Context: an optimization exercise on an open-source flow, tuned for small area, a short achievable clock period and few clock cycles per item. The choices shown serve that exercise and are no tape-out recipe.
Only simulation tests tie the RTL to the original design; equivalence was not proved.
Power figures rest on the tool's default switching activity, not on a simulated workload.

==> flow/design.v (excerpt) <==
module lookup_cache_top (
    input  wire                      clk,
    input  wire                      rst,
    input  wire                      req_valid_i,
    input  wire  [20+(3 + 1 + 5 + 4)-1:0] req_i,
    output logic                     req_ready_o,
    output logic                     rsp_valid_o,
    output logic [20+(3 + 1 + 5 + 4)-1:0] rsp_o,
    input  wire                      rsp_ready_i,
    output logic                     c2a_vld_o,
    output logic [20-1:0]   c2a_info_o,
    output logic [10-1:0] c2a_req_id_o,
    input  wire                      a2c_rdy_i,
    input  wire                      a2c_rsp_vld_i,
    input  wire  [10-1:0] a2c_rsp_id_i,
    input  wire  [20-1:0]   a2c_rslt_i
);
==> flow/config.mk <==
export PLATFORM = sky130hd
export DESIGN_NAME = lookup_cache_top
export DESIGN_NICKNAME = lookup_cache_top
export VERILOG_FILES = /design/flow/design.v
export SDC_FILE = /design/flow/constraint.sdc
export NUM_CORES = 4
export LEC_CHECK = 0
export CAP_MARGIN = 20
export CORE_MARGIN = 2
export CORE_UTILIZATION = 65
export SETUP_SLACK_MARGIN = 4.8
export SLEW_MARGIN = 20
==> flow/constraint.sdc <==
create_clock -name core_clock -period 7.5 [get_ports {clk}]
set_input_delay 1.5000 -clock core_clock [delete_from_list [all_inputs] [get_ports {clk}]]
set_output_delay 1.5000 -clock core_clock [all_outputs]
set_load 0.01 [all_outputs]
standard.sh (not shown) runs the stock make flow with config.mk's settings and CLKGATE_MAP_FILE= SYNTH_SCRIPT=/design/flow/synth_recipe.tcl, a recipe that flattens the netlist after the stock synthesis.
==> flow/flow/run.sh <==
#!/bin/bash
# The standard layout, with plain buffers (buf_2) on the ports in place
# of the delay buffers buffer_ports picks by default, and clock tree
# synthesis without dummy loads. Everything else is the standard flow.
# The tool output goes to standard_flow.log here.
set -euo pipefail
export BUFFER_PORTS_ARGS="-buffer_cell sky130_fd_sc_hd__buf_2"
export CTS_ARGS="-sink_clustering_enable -repair_clock_nets -dont_use_dummy_load -sink_clustering_size 26 -sink_clustering_max_diameter 70 -buf_list sky130_fd_sc_hd__clkbuf_16"
bash standard.sh > standard_flow.log 2>&1
The first run completed without violations.
Testbench counts at the start, summed over its fixed seeds: cycles 8,381, items 8,000.
Rerun with:
--- a/flow/config.mk
+++ b/flow/config.mk
@@ -8,5 +8,5 @@
 export CAP_MARGIN = 20
 export CORE_MARGIN = 2
-export CORE_UTILIZATION = 65
-export SETUP_SLACK_MARGIN = 4.8
+export CORE_UTILIZATION = 55
+export SETUP_SLACK_MARGIN = 4.7
 export SLEW_MARGIN = 20
What happened:
- non-clock buffer count fell by 24
- final area fell slightly
- core utilization fell by 12 points
Rerun with:
--- a/flow/config.mk
+++ b/flow/config.mk
@@ -9,4 +9,4 @@
 export CORE_MARGIN = 2
 export CORE_UTILIZATION = 55
-export SETUP_SLACK_MARGIN = 4.7
+export SETUP_SLACK_MARGIN = 4.6
 export SLEW_MARGIN = 20
Clock power is about the same.
Setup slack loses 240 ps.
Via count is about the same.
Global-route usage goes down by 0.24 points.
Combinational power is about the same.
Sequential cell count stays the same.
Count of clock-buffer cells in the layout goes down by 1.
Hold slack loses 19 ps.
Power barely changes.
Rerun with:
--- a/flow/config.mk
+++ b/flow/config.mk
@@ -9,4 +9,4 @@
 export CORE_MARGIN = 2
 export CORE_UTILIZATION = 55
-export SETUP_SLACK_MARGIN = 4.6
+export SETUP_SLACK_MARGIN = 4.8
 export SLEW_MARGIN = 20
=> The changed run produced a clean layout. Cell count went up by about 1.1%. Synthesized area does not change. Sequential power hardly moves. Routed wire length went up by about 2.4%.
Rerun with:
--- a/flow/config.mk
+++ b/flow/config.mk
@@ -9,4 +9,4 @@
 export CORE_MARGIN = 2
 export CORE_UTILIZATION = 55
-export SETUP_SLACK_MARGIN = 4.8
+export SETUP_SLACK_MARGIN = 5.0
 export SLEW_MARGIN = 20
What happened: Cell count grows by 5.4%; clock-buffer cell count stays the same; hold slack improved by 15 ps; power grows by 11%; worst setup slack got worse by 12 ps; die area does not change; sequential share of layout area shrinks by 4.6 points; wire length grows by 11%; synthesized area is unchanged; global-route usage grows by 2.4 points; non-clock buffer count grows by 169.

## static timing again, ports no longer ideal
The results above use ideal ports. As a check the final layouts listed here were re-extracted and re-timed, cells and wires unchanged. Step 1, drivers: a clkbuf_16 drives clk and a buf_2 each remaining input, both assumed. Step 2 times the ports against the registers' clock, not the clock port: input delays grow and output delays shrink by t, the midpoint of the rising clock arrivals with the driver on. Slacks: ideal / step 1 / step 2; pairs: ideal / step 1.
run	t (ns)	slack for setup (ns)	hold slack, ns	worst setup path after step 2	slew at the worst register clock pin (ns)
the first run	0.673	4.736 / 4.671 / 4.008	0.427 / 0.427 / 0.427	input to register	0.10 / 0.10
the second run	0.670	4.673 / 4.666 / 4.053	0.424 / 0.424 / 0.424	input to register	0.10 / 0.10
the third run	0.681	4.429 / 4.437 / 3.756	0.405 / 0.405 / 0.405	input to register	0.10 / 0.10
the fourth run	0.679	4.728 / 4.666 / 4.071	0.396 / 0.396 / 0.396	input to register	0.10 / 0.10
the fifth run	0.683	4.715 / 4.629 / 3.946	0.411 / 0.411 / 0.411	input to register	0.10 / 0.10
After both steps every run listed still meets setup and hold. For the fifth run, which loses most, drivers alone change the setup slack by -0.086 ns; drivers and shift together by -0.769 ns.
